This is an optimization exercise on Yosys and OpenROAD, whose aim is small area, a short achievable clock period and few clock cycles per item, not a production implementation.
No run shown here included a check of the RTL's function; only the layout flow was run.

**flow/run.sh**
```bash
#!/bin/bash
# The standard layout (standard.sh: ORFS from synthesis to the final layout), with two
# changes to how timing repair works; the SDC, clock period and everything else are unchanged:
#  - every port still gets its own buffer, but the smallest one (buf_1); repair resizes those on
#    critical paths.
# make's full output goes to flow_make.log; ORFS keeps each step's log under orfs/logs/.
set -euo pipefail
cd "$(dirname "$0")/.."
MARGIN=$(cat flow/margin.txt)
sed -E "s/ 'SETUP_SLACK_MARGIN=[^']*'//; s/ SETUP_SLACK_MARGIN=[^ ]+//; s/(make -C [^ ]+ )/\1SETUP_SLACK_MARGIN=${MARGIN} 'BUFFER_PORTS_ARGS=-buffer_cell sky130_fd_sc_hd__buf_1' /" standard.sh > standard_margin.sh
grep -q "SETUP_SLACK_MARGIN=${MARGIN} 'BUFFER_PORTS_ARGS" standard_margin.sh
bash standard_margin.sh > flow_make.log 2>&1
```
**flow/margin.txt**
```
6.3
```
**standard.sh**
```bash
#!/bin/bash
# synth_recipe.tcl (not shown) runs the flow's synth.tcl, then flattens the netlist and writes it again
# the make line also repeats each setting of config.mk as NAME=value (left out here)
make -C /OpenROAD-flow-scripts/flow DESIGN_CONFIG=/design/flow/config.mk WORK_HOME=/design/flow/orfs CLKGATE_MAP_FILE= SYNTH_SCRIPT=/design/flow/synth_recipe.tcl "${@:-finish}"
```
**config.mk**
```make
export PLATFORM = sky130hd
export DESIGN_NAME = alu_arbiter
export DESIGN_NICKNAME = alu_arbiter
export VERILOG_FILES = /design/flow/design.v
export SDC_FILE = /design/flow/constraint.sdc
export NUM_CORES = 4
export LEC_CHECK = 0
export ABC_AREA = 1
export CAP_MARGIN = 20
export CORE_MARGIN = 2
export CORE_UTILIZATION = 45
export SETUP_SLACK_MARGIN = 5
export SLEW_MARGIN = 20
export TNS_END_PERCENT = 0
```
**constraint.sdc**
```tcl
create_clock -name core_clock -period 11.5 [get_ports {clk}]
set_input_delay 2.3000 -clock core_clock [delete_from_list [all_inputs] [get_ports {clk}]]
set_output_delay 2.3000 -clock core_clock [all_outputs]
set_load 0.01 [all_outputs]
```
**design.v**
```verilog
package alu_pkg;
  localparam int unsigned DATA_W = 32;
  localparam int unsigned OP_W   = 4;
  localparam int unsigned SH_W   = 5;
  localparam logic [OP_W-1:0] OP_LRS  = 4'b0000;
  localparam logic [OP_W-1:0] OP_LLS  = 4'b0001;
  localparam logic [OP_W-1:0] OP_ARS  = 4'b0010;
  localparam logic [OP_W-1:0] OP_ALS  = 4'b0011;
  localparam logic [OP_W-1:0] OP_ADD  = 4'b0100;
  localparam logic [OP_W-1:0] OP_SUB  = 4'b0101;
  localparam logic [OP_W-1:0] OP_MUL  = 4'b0110;
  localparam logic [OP_W-1:0] OP_AND  = 4'b1000;
  localparam logic [OP_W-1:0] OP_OR   = 4'b1001;
  localparam logic [OP_W-1:0] OP_NOR  = 4'b1010;
  localparam logic [OP_W-1:0] OP_NAND = 4'b1011;
  localparam logic [OP_W-1:0] OP_XOR  = 4'b1100;
  localparam int unsigned MUL_K     = 4;
  localparam int unsigned MUL_STEPS = DATA_W / MUL_K;
  localparam int unsigned MUL_CNT_W = 3;   
endpackage
import alu_pkg::*;
module alu_arbiter_alu
(
  input  logic [DATA_W-1:0] op1,
  input  logic [DATA_W-1:0] op2,
  input  logic [OP_W-1:0]   alu_op,
  input  logic              mul_en,     
  input  logic [DATA_W-1:0] mul_a,
  input  logic [DATA_W-1:0] mul_b,
  input  logic              mul_cin,
  output logic [DATA_W-1:0] sum_c,
  output logic [DATA_W-1:0] result_c,   
  output logic              ovf_c,
  output logic              err_c
);
  logic              s_add, s_shr, s_shl, s_mul, sub, ars, als;
  logic [3:0]        lut;
  logic [DATA_W-1:0] b_x;
  logic [DATA_W-1:0] sum;
  logic [DATA_W-1:0] p0, gg, gp;
  logic [DATA_W-1:0] add_a, add_b;
  logic              add_cin;
  logic              add_ovf;
  logic              fill;
  logic [DATA_W-1:0] x;
  logic [DATA_W-1:0] mask;
  logic              drop_or;    
  logic              drop_and;   
  logic              sh_ovf;
  logic [DATA_W-1:0] logic_r;
  logic [DATA_W-1:0] shl_r;
  always_comb begin
    s_add   = (alu_op == OP_ADD) || (alu_op == OP_SUB);
    sub     = alu_op[0];
    s_shr   = (alu_op == OP_LRS) || (alu_op == OP_ARS);
    s_shl   = (alu_op == OP_LLS) || (alu_op == OP_ALS);
    ars     = (alu_op == OP_ARS);
    als     = alu_op[1];
    s_mul   = (alu_op == OP_MUL);
    err_c   = (alu_op == 4'b0111) || (alu_op == 4'b1101) || (alu_op == 4'b1110) ||
              (alu_op == 4'b1111);
    case (alu_op)
      OP_AND:  lut = 4'b1000;
      OP_OR:   lut = 4'b1110;
      OP_NOR:  lut = 4'b0001;
      OP_NAND: lut = 4'b0111;
      OP_XOR:  lut = 4'b0110;
      default: lut = 4'b0000;
    endcase
    b_x     = op2 ^ {DATA_W{sub}};
    add_a   = mul_en ? mul_a : op1;
    add_b   = mul_en ? mul_b : b_x;
    add_cin = mul_en ? mul_cin : sub;
    p0  = add_a ^ add_b;
    gg  = add_a & add_b;
    gp  = p0;
    gg[0] = gg[0] | (p0[0] & add_cin);
    for (int l = 0; (1 << l) < DATA_W; l++)
      for (int i = 0; i < DATA_W; i++)
        if (i & (1 << l)) begin
          gg[i] = gg[i] | (gp[i] & gg[((i >> l) << l) - 1]);
          gp[i] = gp[i] & gp[((i >> l) << l) - 1];
        end
    sum      = p0 ^ {gg[DATA_W-2:0], add_cin};
    sum_c    = sum;
    add_ovf  = (op1[DATA_W-1] == b_x[DATA_W-1]) && (sum[DATA_W-1] != op1[DATA_W-1]);
    fill = ars & op1[DATA_W-1];
    for (int i = 0; i < DATA_W; i++) x[i] = s_shl ? op1[DATA_W-1-i] : op1[i];
    drop_or  = 1'b0;
    drop_and = 1'b1;
    for (int k = SH_W - 1; k >= 0; k--) begin
      mask = DATA_W'((64'd1 << (1 << k)) - 64'd1);
      if (op2[k]) begin
        drop_or  = drop_or | (|(x & mask));
        drop_and = drop_and & (&(x | ~mask));
        x        = (x >> (1 << k)) | ({DATA_W{fill}} & ~({DATA_W{1'b1}} >> (1 << k)));
      end
    end
    for (int i = 0; i < DATA_W; i++) shl_r[i] = x[DATA_W-1-i];
    sh_ovf = als ? !((drop_and & x[0]) | (!drop_or & !x[0])) : drop_or;
    for (int i = 0; i < DATA_W; i++) logic_r[i] = lut[{op1[i], op2[i]}];
    result_c = logic_r
             | ({DATA_W{s_add}} & sum)
             | ({DATA_W{s_shr}} & x)
             | ({DATA_W{s_shl}} & shl_r)
             | ({DATA_W{s_mul}} & op2);
    ovf_c    = (s_add & add_ovf) | (s_shl & sh_ovf);
  end
endmodule
module alu_arbiter_mul
(
  input  logic [DATA_W-1:0] op1,
  input  logic [DATA_W-1:0] mpl,
  input  logic              prev,
  input  logic [DATA_W-1:0] hi,
  output logic [MUL_K-1:0]  lo_c,
  output logic [DATA_W-1:0] hi_a,
  output logic [DATA_W-1:0] hi_b,
  output logic              hi_cin
);
  localparam int N = DATA_W + MUL_K;
  localparam int R = MUL_K / 2;
  always_comb begin
    logic [MUL_K:0]  bx;
    logic            neg, one, two;
    logic [DATA_W:0] pp;
    logic [N-1:0]    ps, pc, kv, tv, cc;
    logic [MUL_K:0]  lo;
    bx = {mpl[MUL_K-1:0], prev};
    kv = '0;
    kv = kv - ({{(N-1){1'b0}}, 1'b1} << (DATA_W - 1));
    for (int j = 0; j < R; j++) kv = kv - ({{(N-1){1'b0}}, 1'b1} << (DATA_W + 2 * j));
    ps = {{MUL_K{1'b0}}, ~hi[DATA_W-1], hi[DATA_W-2:0]};
    pc = '0;
    for (int j = 0; j < R; j++) begin
      neg = bx[2*j+2];
      one = bx[2*j+1] ^ bx[2*j];
      two = (bx[2*j+2] & !bx[2*j+1] & !bx[2*j]) | (!bx[2*j+2] & bx[2*j+1] & bx[2*j]);
      pp  = ({(DATA_W+1){one}} & {op1[DATA_W-1], op1}) | ({(DATA_W+1){two}} & {op1, 1'b0});
      pp  = pp ^ {(DATA_W+1){neg}};
      pp[DATA_W] = ~pp[DATA_W];
      kv[2*j] = neg;
      tv  = {{(MUL_K-1){1'b0}}, pp};
      tv  = tv << (2 * j);
      if (j == 0) begin
        pc = tv;
      end else begin
        cc = ((ps & pc) | (ps & tv) | (pc & tv)) << 1;
        ps = ps ^ pc ^ tv;
        pc = cc;
      end
    end
    cc = ((ps & pc) | (ps & kv) | (pc & kv)) << 1;
    ps = ps ^ pc ^ kv;
    lo     = {1'b0, ps[MUL_K-1:0]} + {1'b0, cc[MUL_K-1:0]};
    lo_c   = lo[MUL_K-1:0];
    hi_a   = ps[N-1:MUL_K];
    hi_b   = cc[N-1:MUL_K];
    hi_cin = lo[MUL_K];
  end
endmodule
import alu_pkg::*;
module alu_arbiter
#(
  parameter int unsigned RR_INIT = 0
) (
  input  logic              clk,
  input  logic              resetn,
  input  logic              req0_valid,
  output logic              req0_ready,
  input  logic [DATA_W-1:0] req0_op1,
  input  logic [DATA_W-1:0] req0_op2,
  input  logic [OP_W-1:0]   req0_alu_op,
  input  logic              req1_valid,
  output logic              req1_ready,
  input  logic [DATA_W-1:0] req1_op1,
  input  logic [DATA_W-1:0] req1_op2,
  input  logic [OP_W-1:0]   req1_alu_op,
  output logic              rsp0_valid,
  input  logic              rsp0_ready,
  output logic              rsp1_valid,
  input  logic              rsp1_ready,
  output logic [DATA_W-1:0] rsp_result,
  output logic              rsp_zero,
  output logic              rsp_ovf,
  output logic              rsp_err,
  output logic              busy
);
  localparam int unsigned CNT_W = MUL_CNT_W;
  logic              busy_q;
  logic              mul_q;     
  logic [CNT_W-1:0]  cnt_q;
  logic              gid;
  logic              last;
  logic [DATA_W-1:0] res_q;     
  logic              ovf_q;
  logic              err_q;
  logic              s_mul_q;   
  logic [DATA_W-1:0] a_q;       
  logic [DATA_W-1:0] hi_q;      
  logic              prev_q;    
  logic              grant_c;
  logic              hs_c;
  logic              take_c;
  logic [DATA_W-1:0] a_in, b_in;
  logic [OP_W-1:0]   op_in;
  logic [DATA_W-1:0] alu_result_c;
  logic              alu_ovf_c, alu_err_c;
  logic [DATA_W-1:0] alu_sum_c;
  logic [MUL_K-1:0]  mul_lo_c;
  logic [DATA_W-1:0] mul_hi_a, mul_hi_b;
  logic              mul_hi_cin;
  always_comb begin
    grant_c    = (req0_valid && req1_valid) ? ~last : req1_valid;
    req0_ready = resetn && !busy_q && req0_valid && !grant_c;
    req1_ready = resetn && !busy_q && req1_valid && grant_c;
    hs_c       = req0_ready || req1_ready;
    a_in       = grant_c ? req1_op1 : req0_op1;
    b_in       = grant_c ? req1_op2 : req0_op2;
    op_in      = grant_c ? req1_alu_op : req0_alu_op;
    take_c     = (rsp0_valid && rsp0_ready) || (rsp1_valid && rsp1_ready);
    busy       = busy_q;
  end
  alu_arbiter_alu u_alu (
    .op1      (a_in),
    .op2      (b_in),
    .alu_op   (op_in),
    .mul_en   (busy_q),
    .mul_a    (mul_hi_a),
    .mul_b    (mul_hi_b),
    .mul_cin  (mul_hi_cin),
    .sum_c    (alu_sum_c),
    .result_c (alu_result_c),
    .ovf_c    (alu_ovf_c),
    .err_c    (alu_err_c)
  );
  alu_arbiter_mul u_mul (
    .op1   (a_q),
    .mpl   (res_q),
    .prev  (prev_q),
    .hi     (hi_q),
    .lo_c   (mul_lo_c),
    .hi_a   (mul_hi_a),
    .hi_b   (mul_hi_b),
    .hi_cin (mul_hi_cin)
  );
  always_comb begin
    rsp_result = res_q;
    rsp_zero   = ~|res_q;
    rsp_ovf    = s_mul_q ? (hi_q != {DATA_W{res_q[DATA_W-1]}}) : ovf_q;
    rsp_err    = err_q;
  end
  always_ff @(posedge clk or negedge resetn) begin
    if (!resetn) begin
      busy_q     <= 1'b0;
      mul_q      <= 1'b0;
      cnt_q      <= '0;
      gid        <= 1'b0;
      last       <= (RR_INIT == 0) ? 1'b1 : 1'b0;
      rsp0_valid <= 1'b0;
      rsp1_valid <= 1'b0;
    end else begin
      if (hs_c) begin
        busy_q     <= 1'b1;
        gid        <= grant_c;
        last       <= grant_c;
        mul_q      <= (op_in == OP_MUL);
        cnt_q      <= '0;
        rsp0_valid <= (op_in != OP_MUL) && !grant_c;
        rsp1_valid <= (op_in != OP_MUL) && grant_c;
      end else if (mul_q) begin
        cnt_q <= cnt_q + 1'b1;
        if (cnt_q == CNT_W'(MUL_STEPS - 1)) begin
          mul_q      <= 1'b0;
          rsp0_valid <= !gid;
          rsp1_valid <= gid;
        end
      end else if (take_c) begin
        busy_q     <= 1'b0;
        rsp0_valid <= 1'b0;
        rsp1_valid <= 1'b0;
      end
    end
  end
  always_ff @(posedge clk) begin
    if (!busy_q) begin
      res_q   <= alu_result_c;
      ovf_q   <= alu_ovf_c;
      err_q   <= alu_err_c;
      s_mul_q <= (op_in == OP_MUL);
      a_q     <= a_in;
      hi_q    <= '0;
      prev_q  <= 1'b0;
    end else if (mul_q) begin
      hi_q   <= alu_sum_c;
      res_q  <= {mul_lo_c, res_q[DATA_W-1:MUL_K]};
      prev_q <= res_q[MUL_K-1];
    end
  end
endmodule
```
==> summary.txt, run 1 <==
STA
  – Final hold vios: 0
  – RSZ-0062 raised after global routing: true
  – Final Max Slew Viols: 0
  – Slew Limit Headroom: 0.232
  – Setup Viol. Count Final: 0
  – Setup TNS: 0 ps
  – Worst slew pin tran: 1140 ps
  – Period minus WS final: 5930 ps
  – Worst Clk Skew: 26.7 ps
  – Crit share post-route: 0.516
  – Upper clock frequency limit: about 0.17 GHz

Floorplan
  – I/O pins: 182
  – Core footprint: just over 0.03 mm^2
  – Die height: 181 um
  – Die width: 181 um
  – Starting Density: 0.459
  – Cell Rows: 64
  – Total die area: around 0.033 mm^2

Yosys
  – Synth async-reset ratio: 0.0826
  – Post-synth EDFFs: 67
  – Largest family of logic cells by synthesized area: simple AND/OR/NAND/NOR gates
  – Syn_nets: ~2400
  – Post-Syn Area: 0.0141 mm^2
  – Synth cell types: between 60 and 70
  – Synth top area share: 0.144
  – Ys Warns: 3
  – Post-synthesis mux area share: 0.0113
  – Synth Instances: 2133
  – Post-synthesis adder-cell area fraction: 0.116
  – XOR/XNOR share of the synthesized area: 0.0540
  – Post-synthesis register bit count: 109
  – Synth Area in Simple Gates: 0.333
  – Ranking of synthesized cells by area: nand3_1, edfxtp_1, nand2_1
  – Synth Flop Type: edfxtp_1
  – Synth area leader: nand3_1
  – Synth Area per Inst: 6.62 um^2
  – Sequential area share after synthesis: 0.205
  – Compound-Gate Fraction of Synth Area: 0.183

GRT
  – Gr usage total: 0.400
  – Gr ovfl total: 0
  – Vias in the first global route: about 15000
  – First-pass GRT wire length: between 90 and 100 mm
  – Initial antenna violation count: 0
  – Largest net degree at the start of global routing: 65

Clock tree
  – CTS tree: yes
  – Clock Path Buffers: 2
  – CTS buffer count: 9
  – Worst-path clk slew: ~90 ps
  – CTS root buf: clkbuf_16
  – Cts hold-fix bufs: 0
  – TritonCTS Sinks: 109
  – Clock latency on the worst-skew pair: 390 ps
  – H-tree level count: 3

Detailed routing
  – Vias after detailed routing: 16800
  – Post-DR vias/cell: 6.26
  – Drt pass-1 iters: 6
  – DRT iter0 DRCs: 2273
  – Remaining routing DRC violations: 0
  – Final WL: 67.0 mm
  – Routed length per placed instance: approximately 25 um
  – Routed Antenna Nets: 0

Critical path
  – CP startpoint kind: primary input
  – Top fanout value on the critical path: 7
  – Req. time, crit path: 11650 ps
  – CP peak stage delay: 460 ps
  – Critical Path, Cell by Cell: buf_8, nand2_8, nand2_8, buf_16, buf_12, mux2i_4, o21ai_0, o21ai_0, inv_1, ha_1, a21oi_2, o31ai_2, a21oi_1, o21ai_0, inv_1, nand2_1, a21oi_1, xor2_1, nor2_1, nor2_1, nor2_1
  – Worst path slowest cell: o21ai_0
  – Crit path DAT: 6080 ps
  – CP endpoint kind: register
  – Crit Path Category: in -> reg

Place
  – Placed cell count: 2603
  – Gp weighted congestion: 0.961
  – Port Buffers: 181
  – HPWL after DPL: 48.4 mm

Finish
  – Commonest non-fill, non-tap cell in the layout: nand2_1
  – Area Overhead vs Synth: 14.8%
  – Fillcell total: 3180
  – Commonest non-fill, non-tap cells in the layout: nand2_1, nand3_1, buf_1, inv_1
  – Nets: roughly 2500
  – Fraction of layout cells with a size suffix above 1: 0.0955
  – Final Non-Filler Cells: 2679

Job
  – MaxCap Viol Count: 0

Outcome
  – Status: no timing/DRC/antenna violations

Worst hold path
  – Min-Delay Path Class: reg -> reg
## cells in the mapped netlist, types with 7 or more instances
master,count
a211oi_1,24
nand3_1,405
clkbuf_1,63
mux2i_1,16
edfxtp_1,67
nor3_1,7
ha_1,70
o21ai_0,137
nand2_2,7
nor4_1,12
dfrtp_1,8
xor2_1,77
fa_1,38
a31oi_1,16
o21ai_1,39
or2_2,10
o22ai_1,75
buf_2,27
dfxtp_1,33
o21ai_2,12
xnor2_1,10
nand4_1,14
o211ai_1,9
nor2_1,128
buf_6,11
buf_1,14
nand2_1,428
inv_1,180
buf_4,13
a21oi_1,117
## critical path, delay by kind of cell
| family | cells | cell delay, ps |
|---|---|---|
| multiplexers | 1 | 210 |
| XOR/XNOR | 1 | 360 |
| adder cells (fa/ha/maj) | 1 | 310 |
| AO/OA/AOI/OAI | 7 | 1560 |
| buffers and inverters | 5 | 650 |
| AND/OR/NAND/NOR | 6 | 680 |
## cell type report
cell class,count,area [um^2],area share
antenna,1,2.50,0.000154
clock buffer,9,225,0.0139
clock inverter,7,86.3,0.00532
inverter,191,766,0.0472
multi-input combinational,1708,10200,0.631
sequential,109,2900,0.179
tap,396,495,0.0306
timing repair buffer,254,1480,0.0912
timing repair inverter,4,35.0,0.00216
## cells by family (layout without fill, tap and decap cells)
group,Yosys count,after routing
adder cells (fa/ha/maj),108,108
other,0,1
XOR/XNOR,87,87
multiplexers,16,16
buffers and inverters,320,465
AND/OR/NAND/NOR,1042,1044
AO/OA/AOI/OAI,451,453
flip-flops,109,109
## flip-flops by register name, summed over array words and instances (netlist names), 3 cells and up
signal and count:
a_q 32, cnt_q 3, hi_q 32, res_q 32
## final timing paths
kind                       cells after the start  startpoint  slack, ps   endpoint
max in group asynchronous                      1      resetn       9450       last
min in group asynchronous                      1      resetn       1780        gid
min reg2reg                                    1    cnt_q[1]        510   cnt_q[1]
max                                           21  req0_valid       5570  res_q[25]
max reg2reg                                   25    res_q[0]       5630   res_q[4]
min                                            1    cnt_q[1]        510   cnt_q[1]
## stage by stage
| stage | area (um^2) | setup WS, ps | utilization | hold slack (ps) |
|---|---|---|---|---|
| floorplan | 14200 | 5480 | - | 464 |
| global placement | 14900 | 3760 | 0.484 | 488 |
| detailed placement | 14900 | 3600 | 0.484 | 496 |
| CTS | 15900 | 5590 | 0.518 | 511 |
| global route | 16200 | 5480 | 0.527 | 557 |
| finish | 16200 | 5570 | 0.527 | 508 |
## repair_timing
| action | CTS | global route |
|---|---|---|
| setup endpoints to repair | 66 | 60 |
| pin swaps | 21 | 20 |
| resized for setup | 66 | 38 |
| buffers inserted | 30 | 15 |
| cloned | 12 | 1 |
## per-layer routing
metal | GRT usage | share of wire
met1 | 0.547 | 0.41
met2 | 0.587 | 0.42
met3 | 0.0959 | 0.11
met4 | 0.199 | 0.055
met5 | 0 | 0
==> run 2, diff against run 1 <==
--- a/config.mk
+++ b/config.mk
@@ -11,4 +11,4 @@
 export CORE_UTILIZATION = 45
 export SETUP_SLACK_MARGIN = 5
 export SLEW_MARGIN = 20
-export TNS_END_PERCENT = 0
+export TNS_END_PERCENT = 10
==> run 2 against run 1 <==
Compared with the run above: still clean; sequential share of layout area shrank 0.42 points; first-iteration DRC count increased by 7.4%; via count hardly changed; critical endpoint is now res_q[4]; largest cell class unchanged; highest routed layer unchanged.
==> summary.txt, run 2 <==
Yosys
  – Synth area leader: nand3_1 (unchanged)
  – Synth cell types: 62 (unchanged)
  – Largest family of logic cells by synthesized area: simple AND/OR/NAND/NOR gates (unchanged)
  – Post-Syn Area: 0.0141 mm^2 (unchanged)
  – Synth top cells by count: nand2_1, nand3_1, inv_1, o21ai_0, nor2_1 (unchanged)
  – Synth top area share: 0.144 (unchanged)
  – Post-synth EDFFs: 67 (unchanged)
  – Synth Flop Type: edfxtp_1 (unchanged)
  – Post-synthesis register bit count: 109 (unchanged)
  – Ys Warns: 3 (unchanged)
  – Most frequent cell after synthesis: nand2_1 (unchanged)
  – XOR/XNOR share of the synthesized area: 0.0540 (unchanged)
  – Synth async-reset ratio: 0.0826 (unchanged)
  – Compound-Gate Fraction of Synth Area: 0.183 (unchanged)
  – Post-synthesis mux area share: 0.0113 (unchanged)
  – Post-synthesis adder-cell area fraction: 0.116 (unchanged)
  – Synth Instances: 2133 (unchanged)
  – Syn_nets: 2383 (unchanged)
  – Ranking of synthesized cells by area: nand3_1, edfxtp_1, nand2_1 (unchanged)
  – Sequential area share after synthesis: 0.205 (unchanged)
  – Synth Area per Inst: 6.62 um^2 (unchanged)
  – Synth Area in Simple Gates: 0.333 (unchanged)

GRT
  – Largest net degree at the start of global routing: 65 (unchanged)
  – Initial antenna violation count: 0 (unchanged)
  – Gr ovfl total: 0 (unchanged)
  – Gr usage total: 0.397 (was 0.400)
  – Vias in the first global route: 15300 (about the same)
  – First-pass GRT wire length: 97.3 mm (was 98.1 mm)

Finish
  – Fillcell total: 3080 (was 3180)
  – Final Non-Filler Cells: 2695 (was 2679)
  – Fraction of layout cells with a size suffix above 1: 0.114 (was 0.0955)
  – Commonest non-fill, non-tap cell in the layout: nand2_1 (unchanged)
  – Nets: 2543 (was 2527)
  – Area Overhead vs Synth: 17.6% (was 14.8%)
  – Biggest regs: a_q x32, hi_q x32, res_q x32 (unchanged)
  – Util after Layout: 0.540 (was 0.527)
  – Commonest non-fill, non-tap cells in the layout: nand2_1, nand3_1, buf_1, inv_1, o21ai_0 (was nand2_1, nand3_1, buf_1, inv_1)

Place
  – Pre-CTS setup slack: 3610 ps (was 3600 ps)
  – Gp weighted congestion: 0.992 (was 0.961)
  – Placed cell count: 2602 (was 2603)
  – HPWL after DPL: 47.6 mm (was 48.4 mm)
  – Port Buffers: 181 (unchanged)

STA
  – Setup Viol. Count Final: 0 (unchanged)
  – Final hold vios: 0 (unchanged)
  – Final WS setup: 5620 ps (was 5570 ps)
  – Setup TNS: 0 ps (unchanged)
  – Period minus WS final: 5880 ps (was 5930 ps)
  – Crit share post-route: 0.512 (was 0.516)
  – Final Max Slew Viols: 0 (unchanged)
  – Upper clock frequency limit: 0.170 GHz (was 0.169 GHz)
  – RSZ-0062 raised after global routing: true (unchanged)
  – Worst slew pin tran: 1000 ps (was 1140 ps)
  – Worst Clk Skew: 14.9 ps (was 26.7 ps)
  – Slew Limit Headroom: 0.332 (was 0.232)

Clock tree
  – TritonCTS Sinks: 109 (unchanged)
  – Clock Path Buffers: 2 (unchanged)
  – Cts hold-fix bufs: 0 (unchanged)
  – CTS buffer count: 9 (unchanged)
  – Clock latency on the worst-skew pair: 380 ps (was 390 ps)
  – CTS root buf: clkbuf_16 (unchanged)
  – H-tree level count: 3 (unchanged)
  – CTS tree: yes (unchanged)
  – Worst-path clk slew: 90 ps (about the same)

Detailed routing
  – Final WL: 66.2 mm (was 67.0 mm)
  – Drt pass-1 iters: 8 (was 6)
  – DRT iter0 DRCs: 2442 (was 2273)
  – Routed Antenna Nets: 0 (unchanged)
  – Vias after detailed routing: 16800 (about the same)
  – Post-DR vias/cell: 6.23 (was 6.26)
  – Remaining routing DRC violations: 0 (unchanged)
  – Routed length per placed instance: 24.6 um (was 25.0 um)

Critical path
  – CP endpoint kind: register (unchanged)
  – CP peak stage delay: 520 ps (was 460 ps)
  – Crit path DAT: 6030 ps (was 6080 ps)
  – Worst path slowest cell: a211oi_1 (was o21ai_0)
  – CP startpoint kind: primary input (unchanged)
  – Crit Path Category: in -> reg (unchanged)
  – Crit-path leading delay family: adder cells (was compound AO/OA/AOI/OAI gates)
  – Worst R2R Setup Slack: 5680 ps (was 5630 ps)
  – Worst Path Buf+Inv: 5 (unchanged)
  – Critical Path, Cell by Cell: buf_6, nand2_8, nand2_8, inv_16, or2_4, o21ai_4, a21oi_2, o21ai_1, nand2_1, fa_2, fa_2, nand3_2, nand2_2, buf_4, fa_1, inv_1, o21ai_0, a211oi_1, nand3_1, o21ai_1, inv_1 (was buf_8, nand2_8, nand2_8, buf_16, buf_12, mux2i_4, o21ai_0, o21ai_0, inv_1, ha_1, a21oi_2, o31ai_2, a21oi_1, o21ai_0, inv_1, nand2_1, a21oi_1, xor2_1, nor2_1, nor2_1, nor2_1)
  – Req. time, crit path: 11640 ps (was 11650 ps)
  – Top fanout value on the critical path: 10 (was 7)

Floorplan
  – Core footprint: 0.0307 mm^2 (unchanged)
  – Die height: 181 um (unchanged)
  – Die width: 181 um (unchanged)
  – I/O pins: 182 (unchanged)
  – Cell Rows: 64 (unchanged)
  – Starting Density: 0.459 (unchanged)
  – Total die area: 0.0328 mm^2 (unchanged)

Outcome
  – Status: no timing/DRC/antenna violations (unchanged)

Job
  – MaxCap Viol Count: 0 (unchanged)

Worst hold path
  – Min-Delay Path Class: reg -> reg (unchanged)
[run 2: cell counts after synthesis]
Identical to the previous run, type by type.
[run 2: path summary, 6_finish.rpt]
check | startpoint | end | cells after the start
max in group asynchronous | resetn | last | 1
worst max register to register | res_q[1] | res_q[4] | 27
worst min-delay path | cnt_q[0] | cnt_q[0] | 1
min in group asynchronous | resetn | cnt_q[2] | 1
worst min register to register | cnt_q[0] | cnt_q[0] | 1
worst max-delay path | req0_valid | res_q[4] | 21
[run 2: cells by family after synthesis]
logic type | Yosys count
AOI/OAI and AO/OA | 451
muxes | 16
DFF | 109
buffers and inverters | 320
xor gates and xnor gates | 87
and+or+nand+nor | 1042
adders and majority gates | 108
[run 2: layout make-up]
cell class              instances  area [um^2]  area share
multi-input cells            1709        10500       0.630
diodes                          1         2.50    0.000151
well taps                     396          495      0.0298
repair buffers                269         1640      0.0990
clock buffers                   9          225      0.0136
flip-flops and latches        109         2900       0.175
clock inverters                 7         72.6     0.00437
repair inverters                4         30.0     0.00181
inverters                     191          767      0.0462
[run 2: per-layer routing]
layer	vias to the layer above	routed length [um]	share of wire	track usage
met5	-	0	0	0
met4	0	3230	0.049	0.159
li1	7703	-	-	-
met2	992	28000	0.42	0.597
met1	7965	27400	0.41	0.558
met3	132	7550	0.11	0.0758
[run 2: metrics by stage]
stage | cell area (um^2) | hold WS, ps
6_report | 16600 | 519
5_1_grt | 16600 | 532
4_1_cts | 16300 | 516
3_5_place_dp | 14900 | 489
3_3_place_gp | 14900 | 489
2_1_floorplan | 14200 | 464
[run 2: repair_timing]
action | CTS | global route
gates resized for setup | 98 | 54
pin swaps | 37 | 43
setup endpoints to repair | 66 | 60
buffers inserted | 49 | 12
cloned | 14 | 1

## re-timing with driven ports
How much do the figures lean on ideal ports? The routed layouts below were timed once more, with nothing changed but the port constraints.
Step 1: set_driving_cell puts a clkbuf_16 on clk and a buf_2 on each other input, an assumption about the parent block.
Step 2, shift: input delay + t, output delay - t, t = (earliest + latest rising clock arrival at the registers) / 2. This alone moves slack from input paths to output paths.
Slacks: ideal / step 1 / step 2; pairs: ideal / step 1.
run	shift t [ns]	setup WS [ns]	pins driven straight from the clock port
run 1	0.432	5.568 / 5.567 / 5.134	1
run 2	0.425	5.617 / 5.621 / 5.196	1
After both steps every run listed still meets setup and hold. The setup slack of run 1, which loses most, moves by -0.001 ns with the drivers and by -0.434 ns with both steps.
